From an optimization exercise on the open Yosys and OpenROAD flow, aimed at small area, a short achievable clock period and few clock cycles per item; shortcuts taken in it are not production practice. Function was checked by simulation only, so behaviour that the tests miss may differ from the original. Power is estimated from default activity; no workload was simulated.

==> inputs of zinc <==
==> flow/design.v (excerpt) <==
module dp_imm_slice (
  input  logic                  fu,
  input  logic                  rst,
  input  logic                  issue,
  input  dp_imm_pkg::inst_t     inst,
  input  dp_imm_pkg::word_t     pc,
  input  dp_imm_pkg::prn_t      src_prn,
  input  dp_imm_pkg::prn_t      dst_prn,
  output logic                  ready,
  output logic                  done,
  output dp_imm_pkg::inst_id_t  done_id,
  output dp_imm_pkg::prn_t      done_prn,
  output logic                  done_we,
  output dp_imm_pkg::word_t     done_data,
  output logic [15:0]           retired
);
  logic                    x_vld;
  logic                    x_we;
  dp_imm_pkg::prn_t        x_dst;
  logic [3:0]              x_hs;
  logic                    x_fwd;
  logic                    x_adr;
  logic [32-1:0]  x_sel;
  logic [15:0]             x_imm;
  logic                    x_adrp;
  logic [10:0]             x_lo;
  logic                    x_c11;
  logic [9:0]              x_u0;
  logic [9:0]              x_u1;
  logic [1:0]              x_incm;
  logic [1:0]              x_decm;
  logic [1:0]              x_incu;
  logic [1:0]              x_decu;
  logic [64-22:0]    x_hi;
  logic [32-1:0]  rf_valid_nxt;
  dp_imm_pkg::word_t       rf_data;
  logic                    wr_vld;
  dp_imm_pkg::word_t       wr_data;
  issue_fsm issue_fsm_inst (
    .fu(fu), .rst(rst), .issue(issue), .inst(inst), .pc(pc),
    .src_prn(src_prn), .dst_prn(dst_prn), .ready(ready),
    .rf_valid_nxt(rf_valid_nxt),
    .x_vld(x_vld), .x_we(x_we), .x_dst(x_dst), .x_hs(x_hs),
    .x_fwd(x_fwd), .x_adr(x_adr), .x_sel(x_sel), .x_imm(x_imm), .x_adrp(x_adrp), .x_lo(x_lo), .x_c11(x_c11), .x_u0(x_u0), .x_u1(x_u1),
    .x_incm(x_incm), .x_decm(x_decm), .x_incu(x_incu), .x_decu(x_decu), .x_hi(x_hi)
  );
  phys_reg_file phys_reg_file_inst (
    .fu(fu), .rst(rst), .rd_sel(x_sel), .rd_data(rf_data),
    .wr_en(wr_vld), .wr_prn(done_prn), .wr_data(wr_data),
    .valid_nxt(rf_valid_nxt)
  );
  dp_imm_fu dp_imm_fu_inst (
    .fu(fu), .rst(rst), .x_vld(x_vld), .x_we(x_we), .x_dst(x_dst),
    .x_hs(x_hs), .x_fwd(x_fwd), .x_adr(x_adr), .x_imm(x_imm),
  ...
Settings: LEC_CHECK=0, CAP_MARGIN=20, CORE_MARGIN=2, CORE_UTILIZATION=60, CTS_CLUSTER_DIAMETER=80, CTS_CLUSTER_SIZE=24, SETUP_SLACK_MARGIN=2.7, SLEW_MARGIN=20; clock period 5.0 ns.
run.sh (not shown) runs the stock make flow with config.mk's settings and CLKGATE_MAP_FILE= SYNTH_SCRIPT=/design/flow/synth_recipe.tcl, a recipe that flattens the netlist after the stock synthesis.
==> inputs of violet, as changes to zinc <==
--- a/flow/design.v
+++ b/flow/design.v
@@ -25,46 +25,39 @@
   output logic                     x_adrp,
   output logic [32-1:0]   x_sel,     
   output logic [15:0]              x_imm,
   output logic [10:0]              x_lo,
   output logic                     x_c11,
   output logic [9:0]               x_u0,      
+  output logic                     x_c0,
   output logic [9:0]               x_u1,      
-  output logic [1:0]               x_incm,
-  output logic [1:0]               x_decm,
-  output logic [1:0]               x_incu,
-  output logic [1:0]               x_decu,
+  output logic                     x_c1,
+  output logic                     x_neg,     
   output logic [64-22:0]     x_hi       
 );
   localparam logic [8:0] MOVK_OP = 9'b111100101;   
   localparam logic [8:0] MOVZ_OP = 9'b110100101;
   localparam logic [4:0] ADR_OP  = 5'b10000;       
   logic        accept;
   logic        is_movk, is_movz, is_adr, is_adrp;
   logic [20:0] imm21;
   logic        fwd;
   logic [20:0] a21;
   logic [11:0] lo;
   logic [10:0] u0, u1;
-  logic [1:0]  inc, dec;
-  logic        ones_mid, zeros_mid;
   assign ready  = 1'b1;
   assign accept = issue && !rst;
   assign is_movk = (inst[31:23] == MOVK_OP);
   assign is_movz = (inst[31:23] == MOVZ_OP);
   assign is_adr  = (inst[28:24] == ADR_OP);
   assign is_adrp = is_adr && inst[31];
   assign imm21   = {inst[23:5], inst[30:29]};
   assign a21 = inst[31] ? pc[32:12] : pc[20:0];
   prefix_add #(.W(11)) add_lo (.a(a21[10:0]),  .b(imm21[10:0]),  .cin(1'b0), .s(lo));
   prefix_add #(.W(10)) add_u0 (.a(a21[20:11]), .b(imm21[20:11]), .cin(1'b0), .s(u0));
   prefix_add #(.W(10)) add_u1 (.a(a21[20:11]), .b(imm21[20:11]), .cin(1'b1), .s(u1));
-  assign inc = {u1[10], u0[10]} & {2{!imm21[20]}};
-  assign dec = ~{u1[10], u0[10]} & {2{imm21[20]}};
-  assign ones_mid  = inst[31] || (&pc[32:21]);
-  assign zeros_mid = inst[31] || !(|pc[32:21]);
   assign fwd = is_movk && x_vld && x_we && (src_prn == x_dst);
   always_ff @(posedge fu) begin
     if (rst)
       x_vld <= 1'b0;
     else
       x_vld <= accept;
@@ -78,17 +71,16 @@
       x_adr <= is_adr;
       x_imm <= inst[20:5];
       x_adrp <= inst[31];
       x_lo  <= lo[10:0];
       x_c11 <= lo[11];
       x_u0  <= u0[9:0];
+      x_c0  <= u0[10];
       x_u1  <= u1[9:0];
-      x_incm <= inc;
-      x_decm <= dec;
-      x_incu <= inc & {2{ones_mid}};
-      x_decu <= dec & {2{zeros_mid}};
+      x_c1  <= u1[10];
+      x_neg <= imm21[20];
       x_hi  <= pc[64-1:21];
       for (int i = 0; i < 32; i++)
         x_sel[i] <= is_movk && !fwd && (src_prn == i) && rf_valid_nxt[i];
     end
   end
 endmodule
@@ -185,59 +177,55 @@
   input  logic                     x_adr,
   input  logic [15:0]              x_imm,
   input  logic                     x_adrp,
   input  logic [10:0]              x_lo,
   input  logic                     x_c11,
   input  logic [9:0]               x_u0,
+  input  logic                     x_c0,
   input  logic [9:0]               x_u1,
-  input  logic [1:0]               x_incm,
-  input  logic [1:0]               x_decm,
-  input  logic [1:0]               x_incu,
-  input  logic [1:0]               x_decu,
+  input  logic                     x_c1,
+  input  logic                     x_neg,
   input  logic [64-22:0]     x_hi,
   input  dp_imm_pkg::word_t        rf_data,    
   output logic                     done,
   output dp_imm_pkg::prn_t         done_prn,
   output logic                     done_we,
   output dp_imm_pkg::word_t        done_data,
   output logic                     wr_vld,     
   output dp_imm_pkg::word_t        wr_data     
 );
   dp_imm_pkg::word_t opnd;
   dp_imm_pkg::word_t result;
-  localparam int UW = 64 - 33;   
+  localparam int HW = 64 - 21;   
   logic [20:0]    low;           
-  logic           incm, decm, incu, decu;
-  logic [11:0]    mid_ones, mid_zeros;   
-  logic [UW-1:0]  up_ones, up_zeros;     
-  logic [11:0]    mid;
-  logic [UW-1:0]  up;
+  logic           c21;
+  logic           inc, dec;
+  logic [HW-1:0]  t1, t0;
+  logic [HW-1:0]  ones_below;    
+  logic [HW-1:0]  zeros_below;   
+  logic [HW-1:0]  hi;
   dp_imm_pkg::word_t sum;
-  assign low  = {x_c11 ? x_u1 : x_u0, x_lo};
-  assign incm = x_c11 ? x_incm[1] : x_incm[0];
-  assign decm = x_c11 ? x_decm[1] : x_decm[0];
-  assign incu = x_c11 ? x_incu[1] : x_incu[0];
-  assign decu = x_c11 ? x_decu[1] : x_decu[0];
+  assign low = {x_c11 ? x_u1 : x_u0, x_lo};
+  assign c21 = x_c11 ? x_c1 : x_c0;
+  assign inc = c21 && !x_neg;
+  assign dec = !c21 && x_neg;
   always_comb begin
-    mid_ones[0]  = 1'b1;
-    mid_zeros[0] = 1'b1;
-    for (int i = 1; i < 12; i++) begin
-      mid_ones[i]  = mid_ones[i-1] && x_hi[i-1];
-      mid_zeros[i] = mid_zeros[i-1] && !x_hi[i-1];
+    for (int j = 0; j < HW; j++) begin
+      t1[j] = x_hi[j] || (x_adrp && j < 12);
+      t0[j] = !x_hi[j] || (x_adrp && j < 12);
     end
-    up_ones[0]  = 1'b1;
-    up_zeros[0] = 1'b1;
-    for (int i = 1; i < UW; i++) begin
-      up_ones[i]  = up_ones[i-1] && x_hi[12+i-1];
-      up_zeros[i] = up_zeros[i-1] && !x_hi[12+i-1];
+    ones_below[0]  = 1'b1;
+    zeros_below[0] = 1'b1;
+    for (int i = 1; i < HW; i++) begin
+      ones_below[i]  = ones_below[i-1] && t1[i-1];
+      zeros_below[i] = zeros_below[i-1] && t0[i-1];
     end
   end
-  assign mid = x_hi[11:0] ^ (({12{incm}} & mid_ones) | ({12{decm}} & mid_zeros));
-  assign up  = x_hi[42:12] ^ (({UW{incu}} & up_ones) | ({UW{decu}} & up_zeros));
-  assign sum[64-1:33] = up;
-  assign sum[32:21] = x_adrp ? low[20:9] : mid;
+  assign hi = x_hi ^ (({HW{inc}} & ones_below) | ({HW{dec}} & zeros_below));
+  assign sum[64-1:33] = hi[HW-1:12];
+  assign sum[32:21] = x_adrp ? low[20:9] : hi[11:0];
   assign sum[20:12] = x_adrp ? low[8:0]  : low[20:12];
   assign sum[11:0]  = x_adrp ? 12'b0     : low[11:0];
   assign opnd = rf_data | ({64{x_fwd}} & wr_data) | ({64{x_adr}} & sum);
   always_comb begin
     for (int h = 0; h < 4; h++)
       result[16*h +: 16] = x_hs[h] ? x_imm : opnd[16*h +: 16];
@@ -287,40 +275,39 @@
   logic [32-1:0]  x_sel;
   logic [15:0]             x_imm;
   logic                    x_adrp;
   logic [10:0]             x_lo;
   logic                    x_c11;
   logic [9:0]              x_u0;
+  logic                    x_c0;
   logic [9:0]              x_u1;
-  logic [1:0]              x_incm;
-  logic [1:0]              x_decm;
-  logic [1:0]              x_incu;
-  logic [1:0]              x_decu;
+  logic                    x_c1;
+  logic                    x_neg;
   logic [64-22:0]    x_hi;
   logic [32-1:0]  rf_valid_nxt;
   dp_imm_pkg::word_t       rf_data;
   logic                    wr_vld;
   dp_imm_pkg::word_t       wr_data;
   issue_fsm issue_fsm_inst (
     .fu(fu), .rst(rst), .issue(issue), .inst(inst), .pc(pc),
     .src_prn(src_prn), .dst_prn(dst_prn), .ready(ready),
     .rf_valid_nxt(rf_valid_nxt),
     .x_vld(x_vld), .x_we(x_we), .x_dst(x_dst), .x_hs(x_hs),
-    .x_fwd(x_fwd), .x_adr(x_adr), .x_sel(x_sel), .x_imm(x_imm), .x_adrp(x_adrp), .x_lo(x_lo), .x_c11(x_c11), .x_u0(x_u0), .x_u1(x_u1),
-    .x_incm(x_incm), .x_decm(x_decm), .x_incu(x_incu), .x_decu(x_decu), .x_hi(x_hi)
+    .x_fwd(x_fwd), .x_adr(x_adr), .x_sel(x_sel), .x_imm(x_imm), .x_adrp(x_adrp), .x_lo(x_lo), .x_c11(x_c11), .x_u0(x_u0), .x_c0(x_c0),
+    .x_u1(x_u1), .x_c1(x_c1), .x_neg(x_neg), .x_hi(x_hi)
   );
   phys_reg_file phys_reg_file_inst (
     .fu(fu), .rst(rst), .rd_sel(x_sel), .rd_data(rf_data),
     .wr_en(wr_vld), .wr_prn(done_prn), .wr_data(wr_data),
     .valid_nxt(rf_valid_nxt)
   );
   dp_imm_fu dp_imm_fu_inst (
     .fu(fu), .rst(rst), .x_vld(x_vld), .x_we(x_we), .x_dst(x_dst),
     .x_hs(x_hs), .x_fwd(x_fwd), .x_adr(x_adr), .x_imm(x_imm),
-    .x_adrp(x_adrp), .x_lo(x_lo), .x_c11(x_c11), .x_u0(x_u0), .x_u1(x_u1),
-    .x_incm(x_incm), .x_decm(x_decm), .x_incu(x_incu), .x_decu(x_decu), .x_hi(x_hi), .rf_data(rf_data), .done(done), .done_prn(done_prn),
+    .x_adrp(x_adrp), .x_lo(x_lo), .x_c11(x_c11), .x_u0(x_u0), .x_c0(x_c0),
+    .x_u1(x_u1), .x_c1(x_c1), .x_neg(x_neg), .x_hi(x_hi), .rf_data(rf_data), .done(done), .done_prn(done_prn),
     .done_we(done_we), .done_data(done_data),
     .wr_vld(wr_vld), .wr_data(wr_data)
   );
   inst_id_counter inst_id_counter_inst (
     .fu(fu), .rst(rst), .done(done), .done_id(done_id), .retired(retired)
   );
==> inputs of cedar, as changes to zinc <==
--- a/flow/design.v
+++ b/flow/design.v
@@ -39,28 +39,33 @@
   localparam logic [8:0] MOVZ_OP = 9'b110100101;
   localparam logic [4:0] ADR_OP  = 5'b10000;       
   logic        accept;
   logic        is_movk, is_movz, is_adr, is_adrp;
   logic [20:0] imm21;
   logic        fwd;
-  logic [20:0] a21;
-  logic [11:0] lo;
-  logic [10:0] u0, u1;
+  logic [11:0] lo, lo_r, lo_p;
+  logic [10:0] u0, u0_r, u0_p;
+  logic [10:0] u1, u1_r, u1_p;
   logic [1:0]  inc, dec;
   logic        ones_mid, zeros_mid;
   assign ready  = 1'b1;
   assign accept = issue && !rst;
   assign is_movk = (inst[31:23] == MOVK_OP);
   assign is_movz = (inst[31:23] == MOVZ_OP);
   assign is_adr  = (inst[28:24] == ADR_OP);
   assign is_adrp = is_adr && inst[31];
   assign imm21   = {inst[23:5], inst[30:29]};
-  assign a21 = inst[31] ? pc[32:12] : pc[20:0];
-  prefix_add #(.W(11)) add_lo (.a(a21[10:0]),  .b(imm21[10:0]),  .cin(1'b0), .s(lo));
-  prefix_add #(.W(10)) add_u0 (.a(a21[20:11]), .b(imm21[20:11]), .cin(1'b0), .s(u0));
-  prefix_add #(.W(10)) add_u1 (.a(a21[20:11]), .b(imm21[20:11]), .cin(1'b1), .s(u1));
+  prefix_add #(.W(11)) add_lo_r (.a(pc[10:0]),  .b(imm21[10:0]),  .cin(1'b0), .s(lo_r));
+  prefix_add #(.W(10)) add_u0_r (.a(pc[20:11]), .b(imm21[20:11]), .cin(1'b0), .s(u0_r));
+  prefix_add #(.W(10)) add_u1_r (.a(pc[20:11]), .b(imm21[20:11]), .cin(1'b1), .s(u1_r));
+  prefix_add #(.W(11)) add_lo_p (.a(pc[22:12]), .b(imm21[10:0]),  .cin(1'b0), .s(lo_p));
+  prefix_add #(.W(10)) add_u0_p (.a(pc[32:23]), .b(imm21[20:11]), .cin(1'b0), .s(u0_p));
+  prefix_add #(.W(10)) add_u1_p (.a(pc[32:23]), .b(imm21[20:11]), .cin(1'b1), .s(u1_p));
+  assign lo = inst[31] ? lo_p : lo_r;
+  assign u0 = inst[31] ? u0_p : u0_r;
+  assign u1 = inst[31] ? u1_p : u1_r;
   assign inc = {u1[10], u0[10]} & {2{!imm21[20]}};
   assign dec = ~{u1[10], u0[10]} & {2{imm21[20]}};
   assign ones_mid  = inst[31] || (&pc[32:21]);
   assign zeros_mid = inst[31] || !(|pc[32:21]);
   assign fwd = is_movk && x_vld && x_we && (src_prn == x_dst);
   always_ff @(posedge fu) begin
@@ -199,12 +204,14 @@
   output dp_imm_pkg::prn_t         done_prn,
   output logic                     done_we,
   output dp_imm_pkg::word_t        done_data,
   output logic                     wr_vld,     
   output dp_imm_pkg::word_t        wr_data     
 );
+  dp_imm_pkg::word_t wr_data_n;
+  assign wr_data = ~wr_data_n;
   dp_imm_pkg::word_t opnd;
   dp_imm_pkg::word_t result;
   localparam int UW = 64 - 33;   
   logic [20:0]    low;           
   logic           incm, decm, incu, decu;
   logic [11:0]    mid_ones, mid_zeros;   
@@ -243,20 +250,21 @@
       result[16*h +: 16] = x_hs[h] ? x_imm : opnd[16*h +: 16];
   end
   always_ff @(posedge fu) begin
     if (rst) begin
       done    <= 1'b0;
       wr_vld  <= 1'b0;
-      wr_data <= '0;
     end else begin
       done    <= x_vld;
       wr_vld  <= x_vld && x_we;
-      wr_data <= result;
     end
   end
   always_ff @(posedge fu) begin
+    wr_data_n <= ~result;
+  end
+  always_ff @(posedge fu) begin
     begin
       done_prn  <= x_dst;
       done_we   <= x_we;
       done_data <= result;
     end
   end
--- a/flow/config.mk
+++ b/flow/config.mk
@@ -7,8 +7,8 @@
 export LEC_CHECK = 0
 export CAP_MARGIN = 20
 export CORE_MARGIN = 2
 export CORE_UTILIZATION = 60
 export CTS_CLUSTER_DIAMETER = 80
 export CTS_CLUSTER_SIZE = 24
-export SETUP_SLACK_MARGIN = 2.7
+export SETUP_SLACK_MARGIN = 2.8
 export SLEW_MARGIN = 20
==> impl_metrics.csv <==
group,metric,value,unit
run_status,status,"timing/DRC/antenna clean",
yosys,synth.top_cells.by_count,"2048 x edfxtp_1, 439 x a22oi_1, 335 x dfxtp_1",
layout,buf_share,8.12,%
layout,final_util,72.1,%
layout,nNonClkBuffers,726,
yosys,ys_ff_latch,2383,
pwr,p_per_area,324,nW/µm²
setup_path,path_cells,"buf_6 > buf_12 > mux2_4 > nand3_4 > or4_4 > or4_1 > nand4_1 > buf_4 > a21boi_2",
yosys,ys_seq_area_share,78.2,%
floorplanning,die_w,385,µm
floorplanning,die_y,385,µm
layout,fillers,9149,
floorplanning,start_util,60.6,%
yosys,syn_nets,5454,
yosys,syn_area,87300,µm²
grt,use_met2,66.7,%
-- figures above: cedar

==> impl_metrics.csv <==
group,metric,value,unit
run_status,status,"timing/DRC/antenna clean",
layout,nNonClkBuffers,820,
grt,use_met2,69.1,%
yosys,synth.top_cells.by_count,"2048 x edfxtp_1, 399 x a22oi_1, 335 x dfxtp_1",
pwr,p_per_area,323,nW/µm²
layout,fillers,8779,
yosys,ys_seq_area_share,79.8,%
layout,buf_share,9.00,%
floorplanning,die_w,382,µm
yosys,syn_area,85500,µm²
floorplanning,die_y,382,µm
floorplanning,start_util,60.4,%
setup_path,path_cells,"buf_12 > buf_6 > a22o_1 > a221oi_2 > nand4_1 > nor4_4 > o21ai_4 > and2_4",
floorplanning,fp-row-count,138,
layout,final_util,72.6,%
yosys,yosysTopAreaCell,"edfxtp_1",
yosys,ys_ff_latch,2383,
yosys,synth_top_family_by_area,"compound AO/OA/AOI/OAI gates",
-- figures above: zinc

==> impl_metrics.csv <==
group,metric,value,unit
floorplanning,die_y,381,µm
yosys,ys_seq_area_share,79.8,%
run_status,status,"timing/DRC/antenna clean",
layout,nNonClkBuffers,770,
yosys,ys_ff_latch,2378,
floorplanning,die_w,381,µm
yosys,syn_area,85300,µm²
yosys,synth.top_cells.by_count,"2048 x edfxtp_1, 454 x a22oi_1, 330 x dfxtp_1",
grt,use_met2,68.5,%
layout,buf_share,8.29,%
-- figures above: violet

Testbench counts of zinc, summed over its fixed seeds: cycles 12,016, items 12,000.
Testbench counts of violet, summed over its fixed seeds: cycles 12,016, items 12,000.
Testbench counts of cedar, summed over its fixed seeds: cycles 12,016, items 12,000.

[separate check: timing with driven ports]
How much do the figures lean on ideal ports? The routed layouts below were timed once more, with nothing changed but the port constraints.
Step 1 assumes that a clkbuf_16 drives the clock port and a buf_2 every other input.
Step 2 adds t to the input delays and takes it off the output delays; t is the mean of the earliest and latest rising clock arrival at the registers after step 1. Input paths then give back, and output paths get back, about the clock's delay inside the block.
Three values: ideal ports, drivers, drivers and shift; two values: the first two.
run | t (ns) | setup slack, ns | slew at the worst register clock pin (ns)
zinc | 0.885 | 2.397 / 2.397 / 1.690 | 0.10 / 0.10
violet | 0.875 | 2.275 / 2.275 / 1.831 | 0.11 / 0.11
cedar | 0.867 | 2.469 / 2.469 / 2.001 | 0.11 / 0.11
After both steps setup and hold are still met in every run listed. The setup slack of zinc, which loses most, moves by 0.000 ns with the drivers and by -0.707 ns with both steps.
